From an optimization exercise on the open Yosys and OpenROAD flow, aimed at small area and a short achievable clock period; shortcuts taken in it are not production practice. RTL that was checked went through simulation tests only; none was proved equivalent to the original. Function not checked in run 2: the RTL went through the layout flow alone. Power figures rest on the tool's default switching activity, not on a simulated workload.

==> flow/design.v (outline; a module is shown in full before it is edited, if it fits) <==
// module mult_top: 1334 lines
// module mult_fa: 10 lines
// module mult_bsel: 10 lines
// module mult_xnor: 7 lines
// module mult_or: 7 lines
// module mult_hai: 9 lines
// module mult_ha: 9 lines
module mult_top (
    input  logic               clk,
    input  logic               reset,
    input  logic               in_valid,
    input  mult_pkg::operand_t a,
    input  mult_pkg::operand_t b,
    output logic               out_valid,
    output mult_pkg::product_u product
);
  // ...
==> flow/flow/run.sh <==
#!/bin/bash
# Own layout flow: the standard layout (standard.sh, with its unchanged
# synthesis) plus a few extra ORFS make settings from flow/extra.txt, one
# VAR=value per line. Each step's full output goes to a log in this folder.
set -euo pipefail
EXTRA=()
while IFS= read -r l; do
  [[ -n "$l" && "$l" != \#* ]] && EXTRA+=("$l")
done < flow/extra.txt
# standard.sh passes its knobs on make's command line; ours go after them
sed 's#"${@:-finish}"#"${EXTRA[@]}" "${@:-finish}"#' standard.sh > own_standard.sh
( set -- synth; source ./own_standard.sh ) > synth.log 2>&1
( set -- finish; source ./own_standard.sh ) > layout.log 2>&1
test -f out/final.def
==> flow/flow/extra.txt <==
# port buffers: a plain buffer instead of the delay buffer buffer_ports picks
BUFFER_PORTS_ARGS=-buffer_cell sky130_fd_sc_hd__buf_2
==> flow/standard.sh <==
#!/bin/bash
# synth_recipe.tcl (not shown) runs the flow's synth.tcl, then flattens the netlist and writes it again
# the make line also repeats each setting of config.mk as NAME=value (left out here)
make -C /OpenROAD-flow-scripts/flow DESIGN_CONFIG=/design/flow/config.mk WORK_HOME=/design/flow/orfs CLKGATE_MAP_FILE= SYNTH_SCRIPT=/design/flow/synth_recipe.tcl "${@:-finish}"
==> flow/config.mk <==
export PLATFORM = sky130hd
export DESIGN_NAME = mult_top
export DESIGN_NICKNAME = mult_top
export VERILOG_FILES = /design/flow/design.v
export SDC_FILE = /design/flow/constraint.sdc
export NUM_CORES = 4
export LEC_CHECK = 0
export CAP_MARGIN = 20
export CORE_MARGIN = 2
export CORE_UTILIZATION = 40
export CTS_BUF_LIST = sky130_fd_sc_hd__clkbuf_4 sky130_fd_sc_hd__clkbuf_8
export PLACE_DENSITY = 0.6
export SETUP_SLACK_MARGIN = 5
export SLEW_MARGIN = 20
export SYNTH_HIERARCHICAL = 1
==> flow/constraint.sdc <==
create_clock -name core_clock -period 8.0 [get_ports {clk}]
set_input_delay 1.6000 -clock core_clock [delete_from_list [all_inputs] [get_ports {clk}]]
set_output_delay 1.6000 -clock core_clock [all_outputs]
set_load 0.01 [all_outputs]
==> impl_metrics.yaml, run 1 <==
yosys:
  synth_cell_types: 60
  syn_area_per_cell_um2: 10.4
  synth_mux_area_frac: 0.00195
  yosys_most_used_dff: "dfxtp_1"
  synth_compound_area_frac: 0.0902
  synthesis.nets: 1247
  synthSimpleGateAreaFrac: 0.143
pwr:
  internal_power_mw: 2.43
setup_path:
  worst_path_most_repeated_cell: "fa_1"
  critPathArrivalTime_ns: 3.28
  cp.depth: 7
  critPathCapture: "m1_17_2"
  end_kind: "register"
detailed_routing:
  wl_mm: 25.6
  initialDrtViolationCount: 515
clocking:
  clock_path_buffers: 2
final_layout:
  buffer_area_frac: 0.0590
  final_core_util: 0.462
  n_all_inverters: 13
  largest_register_ffs: 32
  final_common_cell: "nand2_1"
worst_hold_path:
  min_path_type: "reg -> reg"
  hold_start: "lo_q[3]"
outcome:
  status: "complete, no violations"
sta:
  finalCritPeriodShare: 0.370
  slew_headroom: 0.387
grt:
  grt_max_degree: 52
==> inputs of run 2 (changes only) <==
--- a/flow/design.v
+++ b/flow/design.v
@@ -693,23 +693,20 @@
     logic s413;
     logic c414;
     logic s415;
     logic c416;
     logic s417;
     logic c418;
     logic s419;
     logic c420;
-    logic m1_8_0;
-    logic m1_8_1;
-    logic m1_8_2;
-    logic m1_8_3;
     logic m1_9_0;
     logic m1_9_1;
     logic m1_9_2;
+    logic m1_9_3;
     logic m1_10_0;
     logic m1_10_1;
     logic m1_10_2;
     logic m1_11_0;
     logic m1_11_1;
     logic m1_11_2;
     logic m1_12_0;
     logic m1_12_1;
@@ -761,19 +758,19 @@
     logic m1_27_2;
     logic m1_28_0;
     logic m1_28_1;
     logic m1_28_2;
     logic m1_29_0;
     logic m1_29_1;
     logic m1_29_2;
     logic m1_30_0;
-    logic [8:0] lo_w, lo_q;
-    logic [9:0] lo_t;
-    logic [24:0] hi_w;
+    logic [9:0] lo_w, lo_q;
+    logic [10:0] lo_t;
+    logic [23:0] hi_w;
     always_ff @(posedge clk) begin
         a_r <= a;
         b_r <= b;
     end
     always_ff @(posedge clk) begin
         if (reset) begin
             v         <= '0;
             out_valid <= 1'b0;
@@ -1236,19 +1233,19 @@
     mult_fa u_s363 (.x(pp_13_15), .y(pp_14_14), .z(pp_15_13), .s(s363), .c(c364));
     mult_xnor u_s365 (.x(pp_0_2), .y(pp_1_1), .s(s365));
     mult_or u_c366 (.x(pp_0_2), .y(pp_1_1), .c(c366));
     mult_fa u_s367 (.x(pp_2_1), .y(pp_3_0), .z(s313), .s(s367), .c(c368));
     mult_fa u_s369 (.x(c314), .y(s221), .z(s315), .s(s369), .c(c370));
     mult_fa u_s371 (.x(c316), .y(s223), .z(s317), .s(s371), .c(c372));
     mult_fa u_s373 (.x(c318), .y(s229), .z(s319), .s(s373), .c(c374));
     mult_fa u_s375 (.x(c320), .y(s233), .z(s321), .s(s375), .c(c376));
-    assign lo_t = {1'b0, c374, c372, c370, c368, c366, pp_2_0, pp_0_1, pp_0_0, 1'b1} + {1'b0, s375, s373, s371, s369, s367, s365, pp_1_0, 1'b1, 1'b1};
-    assign lo_w = lo_t[9:1];
-    mult_fa u_s377 (.x(m1_8_0), .y(m1_8_1), .z(m1_8_2), .s(s377), .c(c378));
+    mult_fa u_s377 (.x(c322), .y(s237), .z(s323), .s(s377), .c(c378));
+    assign lo_t = {1'b0, c376, c374, c372, c370, c368, c366, pp_2_0, pp_0_1, pp_0_0, 1'b1} + {1'b0, s377, s375, s373, s371, s369, s367, s365, pp_1_0, 1'b1, 1'b1};
+    assign lo_w = lo_t[10:1];
     mult_fa u_s379 (.x(m1_9_0), .y(m1_9_1), .z(m1_9_2), .s(s379), .c(c380));
     mult_fa u_s381 (.x(m1_10_0), .y(m1_10_1), .z(m1_10_2), .s(s381), .c(c382));
     mult_fa u_s383 (.x(m1_11_0), .y(m1_11_1), .z(m1_11_2), .s(s383), .c(c384));
     mult_fa u_s385 (.x(m1_12_0), .y(m1_12_1), .z(m1_12_2), .s(s385), .c(c386));
     mult_fa u_s387 (.x(m1_13_0), .y(m1_13_1), .z(m1_13_2), .s(s387), .c(c388));
     mult_fa u_s389 (.x(m1_14_0), .y(m1_14_1), .z(m1_14_2), .s(s389), .c(c390));
     mult_fa u_s391 (.x(m1_15_0), .y(m1_15_1), .z(m1_15_2), .s(s391), .c(c392));
     mult_fa u_s393 (.x(m1_16_0), .y(m1_16_1), .z(m1_16_2), .s(s393), .c(c394));
@@ -1260,28 +1257,25 @@
     mult_fa u_s405 (.x(m1_22_0), .y(m1_22_1), .z(m1_22_2), .s(s405), .c(c406));
     mult_fa u_s407 (.x(m1_23_0), .y(m1_23_1), .z(m1_23_2), .s(s407), .c(c408));
     mult_fa u_s409 (.x(m1_24_0), .y(m1_24_1), .z(m1_24_2), .s(s409), .c(c410));
     mult_fa u_s411 (.x(m1_25_0), .y(m1_25_1), .z(m1_25_2), .s(s411), .c(c412));
     mult_fa u_s413 (.x(m1_26_0), .y(m1_26_1), .z(m1_26_2), .s(s413), .c(c414));
     mult_fa u_s415 (.x(m1_27_0), .y(m1_27_1), .z(m1_27_2), .s(s415), .c(c416));
     mult_fa u_s417 (.x(m1_28_0), .y(m1_28_1), .z(m1_28_2), .s(s417), .c(c418));
     mult_fa u_s419 (.x(m1_29_0), .y(m1_29_1), .z(m1_29_2), .s(s419), .c(c420));
-    assign hi_w = {1'b1, m1_30_0, c418, c416, c414, c412, c410, c408, c406, c404, c402, c400, c398, c396, c394, c392, c390, c388, c386, c384, c382, c380, c378, m1_8_3, lo_q[8]} + {1'b1, c420, s419, s417, s415, s413, s411, s409, s407, s405, s403, s401, s399, s397, s395, s393, s391, s389, s387, s385, s383, s381, s379, s377, lo_q[8]};
-    assign sum_w[7:0] = ~lo_q[7:0];
-    assign sum_w[31:8] = ~hi_w[24:1];
+    assign hi_w = {1'b1, m1_30_0, c418, c416, c414, c412, c410, c408, c406, c404, c402, c400, c398, c396, c394, c392, c390, c388, c386, c384, c382, c380, m1_9_3, lo_q[9]} + {1'b1, c420, s419, s417, s415, s413, s411, s409, s407, s405, s403, s401, s399, s397, s395, s393, s391, s389, s387, s385, s383, s381, s379, lo_q[9]};
+    assign sum_w[8:0] = ~lo_q[8:0];
+    assign sum_w[31:9] = ~hi_w[23:1];
     always_ff @(posedge clk) begin
         lo_q <= lo_w;
-        m1_8_0 <= c322;
-        m1_8_1 <= s237;
-        m1_8_2 <= s323;
-        m1_8_3 <= c376;
         m1_9_0 <= s241;
         m1_9_1 <= c324;
         m1_9_2 <= s325;
+        m1_9_3 <= c378;
         m1_10_0 <= s245;
         m1_10_1 <= c326;
         m1_10_2 <= s327;
         m1_11_0 <= c328;
         m1_11_1 <= s249;
         m1_11_2 <= s329;
         m1_12_0 <= s253;
         m1_12_1 <= c330;
==> run 2 against run 1 <==
Compared with the run above:
- still clean on timing, DRC and antenna
- clock skew is 0.0042 ns higher
- utilization grew 0.88 points
- die area fell by 2.0%
- first-iteration DRC count is 2.9% lower
- clock power is 3% lower
- count of clock-buffer cells in the layout decreased by 1
- synthesized cell count decreased by 1.9%
- largest cell class unchanged
==> impl_metrics.yaml, run 2 <==
sta:
  fmax_ghz: 0.330
  rsz0062_at_grt: "yes"
  finalCritPeriodShare: 0.379
  slew_viol_final: 0
  hold_viol_final: 0
  setup_tns_ns: 0
  slew_headroom: 0.526
  fin_ws_ns: 4.97
  worstMarginPinSlew_ns: 0.709
  skew_ns: 0.0204
  min_period_ns: 3.03
  hold_ws_ns: 0.401
  setup_viol: 0
yosys:
  synth_most_common_cell: "nand2_1"
  synthesis.nets: 1228
  synth_area_leader_cell: "fa_1"
  synth_compound_area_frac: 0.0722
  synth_cell_types: 48
  synthAdderAreaFrac: 0.429
  synth_common_cells: "282 x nand2_1, 197 x fa_1, 142 x dfxtp_1"
  synth_area_um2: 10100
  yosysSeqAreaShare: 0.282
  synthXorXnorAreaFrac: 0.0313
  synth_area_leaders: "fa_1 39%, dfxtp_1 28%, nand2_1 11%"
  synth_mux_area_frac: 0.00298
  netlist.area_leader.share: 0.392
  synth_edf_count: 0
  syn_area_per_cell_um2: 10.4
  synthSimpleGateAreaFrac: 0.150
  synth_top_family_by_area: "adder cells"
  async_reset_ff_frac: 0
  ys_ff_latch: 142
  yosysWarnings: 7
  yosys_most_used_dff: "dfxtp_1"
  synth_cells: 966
grt:
  grt_pass1_vias: 7476
  grt-ovfl-total: 0
  grt_antenna_before_repair: 0
  grt_pass1_wl_mm: 40.6
  grt_max_degree: 48
  grt_usage: 0.200
die:
  core_um2: 25000
  dieArea_um2: 26400
  start_util: 0.403
  die_w_um: 163
  num_rows: 58
  die_h_um: 163
  ios: 68
final_layout:
  register_area_um2: 2950
  top_register: "product"
  final_common_cell: "nand2_1"
  fin_nets: 1310
  largestRegisters: "product (32), a_r (16), b_r (16)"
  area_growth_pct: 16.9
  n_antenna_cell: 0
  nFillCells: 2327
  multiInputGateArea_um2: 7060
  layout_common_cells: "270 x nand2_1, 182 x fa_1, 110 x dfxtp_1"
  largest_register_ffs: 32
  drive_gt1_frac: 0.227
pwr:
  peakVddDrop_v: 0.000183
  p_leak_nw: 4.44
  power.density_nw_per_um2: 352
detailed_routing:
  ant_nets: 0
  initialDrtViolationCount: 500
  vias_per_cell: 5.18
  dr.pass1.iters: 5
  wire_per_inst_um: 18.2
  wl_mm: 25.4
  num_vias: 7206
  drc_errors: 0
clocking:
  cts.sinks: 142
  h-tree-depth: 4
  cts_buffers: 17
  cts_hold_buffers: 0
  clk_pin_slew_ns: 0.10
  clock_path_buffers: 2
  clockRootBuffer: "clkbuf_8"
  clock_latency_ns: 0.46
  cts_tree: "yes"
placed_design:
  dp_hpwl_mm: 18.1
  port-buffer-count: 67
  finalWeightedCongestion: 0.861
  pre_cts_ws_ns: 4.47
setup_path:
  crit_path_start_kind: "register"
  crit_type: "reg -> reg"
  r2r_slack_ns: 4.97
  critPathArrivalTime_ns: 3.38
  crit_fanout: 5
  end_kind: "register"
  required_ns: 8.35
outcome:
  status: "complete, no violations"
flow_run:
  max_cap_viol_count: 0
worst_hold_path:
  min_path_type: "reg -> reg"
-- run 2: changes by cell type in the layout (fill, tap and decap cells not counted), sizes merged, moves of 3 or more --
cell    delta
a21o       -7
nand2     +10
nor3       -3
inv        -4
buf       +32
nor2       -4
nand4      +6
o22ai      -3
o21a       -5
o211ai     +3
-- run 2: logic make-up after synthesis --
logic type                 Yosys count
xor gates and xnor gates            36
buffers and inverters               84
AOI/OAI and AO/OA                  108
muxes                                3
DFF                                142
and+or+nand+nor                    366
adders and majority gates          227
-- run 2: worst paths after layout --
path	end	startpoint	cells after the start
setup / recovery	lo_q[9]	a_r[2]	9
hold / removal	product[7]	lo_q[7]	1
setup reg to reg	lo_q[9]	a_r[2]	9
hold reg to reg	product[7]	lo_q[7]	1
-- run 2: what timing repair did --
item | CTS | global route
gates resized for setup | 59 | 35
setup buffers | 36 | 33
endpoints found under the hold margin | 0 | 0
pin swaps | 9 | 26
setup endpoints to repair | 36 | 15
-- run 2: layout make-up --
class                      count  share of cell area
clock buffer                  17              0.0199
clock inverter                15              0.0110
inverter                      10             0.00319
multi-input combinational    740               0.600
sequential                   142               0.251
tap                          330              0.0351
timing repair buffer         137              0.0799
-- run 2: metrics by stage --
stage | power (mW) | cells | instance area, um2 | utilization
after floorplan | 2.92 | 966 | 10400 | -
after global placement | 3.50 | 1290 | 10600 | 0.424
after detailed placement | 3.53 | 1290 | 10600 | 0.424
after CTS | 4.11 | 1358 | 11400 | 0.455
after global routing | 4.55 | 1391 | 11800 | 0.471
final | 4.14 | 1391 | 11800 | 0.471
-- run 2: modules after synthesis, one instance, submodules excluded --
module | flops+latches | cell area (um2) | times used | cells
mult_fa | 0 | 20.0 | 195 | 1
mult_or | 0 | 6.26 | 15 | 1
mult_xnor | 0 | 8.76 | 15 | 1
mult_top | 142 | 5930 | 1 | 741
-- run 2: routing by layer --
metal | share of wire | track usage | up-vias
met5 | 0 | 0 | -
li1 | - | - | 3238
met3 | 0.083 | 0.0621 | 46
met4 | 0.022 | 0.0551 | 0
met2 | 0.44 | 0.305 | 316
met1 | 0.45 | 0.279 | 3606
-- run 2: critical path: stages, from the launching register on --
cell and delay [ns]:
dfxtp_4 0.38, buf_12 0.12, nand2_2 0.05, fa_1 0.50, fa_2 0.38, fa_1 0.46
fa_1 0.56, ha_4 0.22, a21oi_1 0.14, o21ai_0 0.09
-- run 2: report_power, final --
part           switching (mW)  internal (mW)  total [mW]
Combinational            1.48           1.10        2.58
Clock                   0.320          0.224       0.544
Sequential              0.120          0.898        1.02

==> afterwards: timing with drivers on the ports <==
The results above use ideal ports. As a check the final layouts listed here were re-extracted and re-timed, cells and wires unchanged. Step 1 (the two cells are an assumption about what drives the block):
set clk [get_ports {clk}]
set_driving_cell -lib_cell sky130_fd_sc_hd__clkbuf_16 $clk
set_driving_cell -lib_cell sky130_fd_sc_hd__buf_2 [delete_from_list [all_inputs] $clk]
Step 2 times the ports against the registers' clock, not the clock port: input delays grow and output delays shrink by t, the midpoint of the rising clock arrivals with the driver on. Slacks: no drivers / after step 1 / after step 2; pairs: no drivers / after step 1.
run | shift t [ns] | setup WS [ns] | latest minus earliest clock arrival (ns) | worst register clock-pin slew, ns
run 1 | 0.493 | 5.043 / 5.043 / 4.889 | 0.016 / 0.016 | 0.10 / 0.10
run 2 | 0.494 | 4.968 / 4.968 / 4.684 | 0.020 / 0.020 | 0.10 / 0.10
After both steps setup and hold are still met in every run listed. The setup slack of run 2, which loses most, moves by 0.000 ns with the drivers and by -0.284 ns with both steps.
